Source: an optimization exercise on an open RTL-to-GDS flow (aim: small area, a short achievable clock period and few clock cycles per item). Production flows keep margins and buffers that such runs may drop.
Only simulation tests tie the RTL to the original design; equivalence was not proved.
No activity file was given, so power comes from the tool's default toggle rates.

// differential_temp_fan_stepper_core
module differential_temp_fan_stepper_core
(
    input  wire logic        clk,
    input  wire logic        rst_n,
    input  wire logic        sensor_valid,
    output logic             sensor_ready,
    input  wire logic [15:0] sensor_sample_a,
    input  wire logic [15:0] sensor_sample_b,
    output logic             status_valid,
    input  wire logic        status_ready,
    output logic [2:0]       status_fan_level,
    output logic             status_level_changed,
    output logic             status_compared,
    output logic [14:0]      status_average_difference,
    output logic             status_relay_low_cap,
    output logic             status_relay_high_cap,
    output logic             status_main_relay,
    input  wire logic        cfg_valid,
    output logic             cfg_ready,
    input  wire logic [3:0]  cfg_index,
    input  wire logic [15:0] cfg_data
);
For scale: ~2,600 cells after synthesis, ~83 I/O pins, roughly 0.022 mm^2 of cells after synthesis.
export LEC_CHECK = 0
export ABC_AREA = 1
export CAP_MARGIN = 20
export CORE_MARGIN = 2
export CORE_UTILIZATION = 40
export CTS_CLUSTER_DIAMETER = 120
export CTS_CLUSTER_SIZE = 22
export SETUP_SLACK_MARGIN = 5
export SLEW_MARGIN = 20
export SYNTH_HIERARCHICAL = 1
create_clock -name core_clock -period 8.0 [get_ports {clk}]
run.sh (not shown) runs the stock make flow with config.mk's settings and CLKGATE_MAP_FILE= SYNTH_SCRIPT=/design/flow/synth_recipe.tcl, a recipe that flattens the netlist after the stock synthesis.
Testbench counts at the start, summed over its fixed seeds: cycles 16,040, items 16,000.
Rerun with:
SETUP_SLACK_MARGIN = 4.5   (was 5)
SYNTH_HIERARCHICAL = not set   (was 1)
=> Cell area goes down by a little under a tenth; clock power goes down by a few percent; core utilization goes down by 0.37 points; non-clock buffer count goes down by 5.


## before
differential_temp_fan_stepper_core again, from the RTL that the note above started with.
make LEC_CHECK=0 ABC_AREA=1 CAP_MARGIN=20 CORE_MARGIN=2 CORE_UTILIZATION=40 CTS_CLUSTER_DIAMETER=120 CTS_CLUSTER_SIZE=22 SETUP_SLACK_MARGIN=4.5 SLEW_MARGIN=20 SYNTH_HIERARCHICAL=1 finish   # period 8.0 ns
before went all the way through the flow, and no timing, DRC or antenna check failed.
Testbench counts of before, summed over its fixed seeds: cycles 16,040, items 16,000.
Input changes introduced in after (baseline for comparison: before):
Settings: a deleted ABC_AREA that had been 1; a change of SETUP_SLACK_MARGIN from 4.5 to 4.
### Flow results
| growth of design area from synthesis to finish | lower: before |. after against before: distinct cell type count after synthesis went up 61, sequential share of layout area went down 2.2 points. after finished all stages; the layout is clean. after gives less setup slack than before did. before ended up with more cell instances than after did. Compared to before, after has power after layout 1.2 mW higher. Looking at synthesized cell area, after sits about 3% above before. Compared with before, in after total leakage power now smaller; final design instance area without fill went up by 4.9%; aggregate global-route resource usage held; routed wire length went up about 8%.


Another version of the RTL of differential_temp_fan_stepper_core (not shown whole).
For scale: ~400 flip-flops, ~83 I/O pins, about 0.022 mm2 of cells after synthesis.
make LEC_CHECK=0 ABC_AREA=1 CAP_MARGIN=20 CORE_MARGIN=2 CORE_UTILIZATION=40 CTS_BUF_LIST=sky130_fd_sc_hd__clkbuf_8 CTS_CLUSTER_DIAMETER=100 CTS_CLUSTER_SIZE=16 SETUP_SLACK_MARGIN=5 SLEW_MARGIN=20 SYNTH_HIERARCHICAL=1 finish   # period 8.0 ns
Testbench counts at the start, summed over its fixed seeds: cycles 16,040, items 16,000.
Edit:
==> flow/flow/run.sh (new file) <==
#!/bin/bash
# Layout flow: the standard flow (standard.sh, synthesis to finish),
# unchanged except that buffer_ports builds the input and output port
# buffers from sky130_fd_sc_hd__buf_2 rather than the cell it picks itself.
# standard.sh's full output is kept in standard.log in this folder.
set -e
export BUFFER_PORTS_ARGS="-buffer_cell sky130_fd_sc_hd__buf_2"
bash standard.sh > standard.log 2>&1
==> flow/standard.sh (new file) <==
#!/bin/bash
# synth_recipe.tcl (not shown) runs the flow's synth.tcl, then flattens the netlist and writes it again
# the make line also repeats each setting of config.mk as NAME=value (left out here)
make -C /OpenROAD-flow-scripts/flow DESIGN_CONFIG=/design/flow/config.mk WORK_HOME=/design/flow/orfs CLKGATE_MAP_FILE= SYNTH_SCRIPT=/design/flow/synth_recipe.tcl "${@:-finish}"
--- a/flow/config.mk
+++ b/flow/config.mk
@@ -12,3 +12,3 @@
-export CTS_BUF_LIST = sky130_fd_sc_hd__clkbuf_8
-export CTS_CLUSTER_DIAMETER = 100
-export CTS_CLUSTER_SIZE = 16
+export CTS_CLUSTER_DIAMETER = 120
+export CTS_CLUSTER_SIZE = 22
+export PLACE_DENSITY = 0.7
removed: flow/run.sh
Via count fell by 2.6%.
Clock-buffer cell count climbs by 8.
Power falls by about 0.5%.
Register-to-register slack improved by 0.14 ns.
Utilization shrinks by 0.76 points.
Critical path depth goes up by 11.


## v6
differential_temp_fan_stepper_core again, from the RTL that the note above started with.
## differential_temp_fan_stepper_core
module differential_temp_fan_stepper_core
(
    input  wire logic        clk,
    input  wire logic        rst_n,
    input  wire logic        sensor_valid,
    output logic             sensor_ready,
    input  wire logic [15:0] sensor_sample_a,
    input  wire logic [15:0] sensor_sample_b,
    output logic             status_valid,
    input  wire logic        status_ready,
    output logic [2:0]       status_fan_level,
    output logic             status_level_changed,
    output logic             status_compared,
    output logic [14:0]      status_average_difference,
    output logic             status_relay_low_cap,
    output logic             status_relay_high_cap,
    output logic             status_main_relay,
    input  wire logic        cfg_valid,
    output logic             cfg_ready,
    input  wire logic [3:0]  cfg_index,
    input  wire logic [15:0] cfg_data
);
    logic [THRESH_W-1:0] thr_reg [4];
    logic                in_fire;
    logic                adv;           
    logic                shift;         
    logic                take_e;        
    logic                save;          
    logic                nrdy_reg;      
    logic                sh_pend_reg;   
    logic                pend_reg;      
    logic                skid_v_reg;
    logic [DSUM_W+3:0]   skid_reg;      
    logic                sh_pend_next;
    logic                pend_next;
    logic                skid_v_next;
    logic                w_neg;
    logic [DSUM_W-2:0]   w_y;
    logic [3:0]          w_rb;
    logic                e_v_reg;
    logic [DSUM_W+3:0]   e_reg;
    logic                e_neg;
    logic [3:0]          e_rb;
    logic [DSUM_W-2:0]   y;
    logic [SAMPLE_W-1:0] quot;
    logic                inc;
    logic                q_v_reg;
    logic [SAMPLE_W-1:0] q_reg;
    logic                q_inc_reg;
    logic [SAMPLE_W-1:0] diff;
    logic [3:0]          gt;
    logic [LEVEL_W-1:0]  new_level;
    logic [1:0]          cap_next;
    logic [HOLD_W-1:0]   hold_step;
    logic                cmp;
    logic                chg;
    logic [HOLD_W-1:0]   hold_reg;
    logic [LEVEL_W-1:0]  level_reg;
    logic [1:0]          cap_reg;
    logic                main_reg;
    logic                out_valid_reg;
  ...
==> flow/config.mk <==
export PLATFORM = sky130hd
export DESIGN_NAME = differential_temp_fan_stepper_core
export DESIGN_NICKNAME = differential_temp_fan_stepper_core
export VERILOG_FILES = /design/flow/design.v
export SDC_FILE = /design/flow/constraint.sdc
export NUM_CORES = 4
export LEC_CHECK = 0
export ABC_AREA = 1
export CAP_MARGIN = 20
export CORE_MARGIN = 2
export CORE_UTILIZATION = 40
export CTS_CLUSTER_DIAMETER = 120
export CTS_CLUSTER_SIZE = 22
export SETUP_SLACK_MARGIN = 5
export SLEW_MARGIN = 20
export SYNTH_HIERARCHICAL = 1
==> flow/constraint.sdc <==
create_clock -name core_clock -period 8.0 [get_ports {clk}]
set_input_delay 1.6000 -clock core_clock [delete_from_list [all_inputs] [get_ports {clk}]]
set_output_delay 1.6000 -clock core_clock [all_outputs]
set_load 0.01 [all_outputs]
Stock flow here: none of the scripts above is used.
Testbench counts of v6, summed over its fixed seeds: cycles 16,040, items 16,000.
The following lists how v7 was set up differently from v6:
==> flow/flow/run.sh (new file) <==
#!/bin/bash
# Layout flow: the standard flow (standard.sh, synthesis to finish),
# unchanged except that buffer_ports builds the input and output port
# buffers from sky130_fd_sc_hd__buf_2 rather than the cell it picks itself.
# standard.sh's full output is kept in standard.log in this folder.
set -e
export BUFFER_PORTS_ARGS="-buffer_cell sky130_fd_sc_hd__buf_2"
bash standard.sh > standard.log 2>&1
==> flow/standard.sh (new file) <==
#!/bin/bash
# synth_recipe.tcl (not shown) runs the flow's synth.tcl, then flattens the netlist and writes it again
# the make line also repeats each setting of config.mk as NAME=value (left out here)
make -C /OpenROAD-flow-scripts/flow DESIGN_CONFIG=/design/flow/config.mk WORK_HOME=/design/flow/orfs CLKGATE_MAP_FILE= SYNTH_SCRIPT=/design/flow/synth_recipe.tcl "${@:-finish}"
removed: flow/run.sh
==> comparison <==
v7 vs. v6: number of remaining DRC errors comparable; number of nets in the finished design moved down; global-route usage went down 0.22 points; critical path depth picked up an extra 3; first-iteration DRC count now smaller. Relative to v6, the fraction of power consumed by combinational cells of v7 is lower by 0.4 points. v7 | status: complete | timing, DRC, antenna: pass. Higher area of all placed cells without fillers was reported by v6, not v7. In v7 the final worst-path cycle share turned out 1.1 points lower than in v6. Relative to v6, multi-input logic portion of the cell area has increased by 0.39 points in v7. Setup WNS v6 -> v7: better.

## static timing again, ports no longer ideal
The flow's constraints put no driver on any port. The routed layouts listed below were extracted and timed again, unchanged, in two steps.
Step 1: set_driving_cell puts a clkbuf_16 on clk and a buf_2 on each other input, an assumption about the parent block.
Step 2 moves the port delays by t, midway between the first and last clock arrival at a register: inputs arrive t later, outputs are due t later. That takes back most of the time a late clock gives input paths.
a / b / c = ideal ports / drivers / drivers and shift; a / b = the first two.
run | t, ns | setup slack, ns | hold slack, ns | slew at the worst register clock pin (ns) | worst slew at a driven data input, ns
the first run of note 1 | 0.607 | 5.034 / 5.012 / 4.455 | 0.414 / 0.414 / 0.414 | 0.10 / 0.10 | 0.05
the second run of note 1 | 0.595 | 4.546 / 4.573 / 3.978 | 0.409 / 0.409 / 0.409 | 0.10 / 0.10 | 0.04
before | 0.595 | 4.681 / 4.713 / 4.119 | 0.415 / 0.415 / 0.415 | 0.10 / 0.10 | 0.05
after | 0.615 | 4.098 / 4.119 / 3.514 | 0.418 / 0.418 / 0.418 | 0.10 / 0.10 | 0.06
the first run of note 3 | 0.688 | 4.980 / 5.002 / 4.314 | 0.420 / 0.420 / 0.420 | 0.11 / 0.11 | 0.05
the second run of note 3 | 0.603 | 5.159 / 5.185 / 4.582 | 0.409 / 0.409 / 0.409 | 0.11 / 0.11 | 0.08
v6 | 0.600 | 5.078 / 5.078 / 4.512 | 0.410 / 0.410 / 0.410 | 0.10 / 0.10 | 0.05
v7 | 0.601 | 5.166 / 5.175 / 4.597 | 0.413 / 0.413 / 0.413 | 0.10 / 0.10 | 0.04
After both steps every run listed still meets setup and hold. The setup slack of the first run of note 3, which loses most, moves by +0.022 ns with the drivers and by -0.666 ns with both steps.
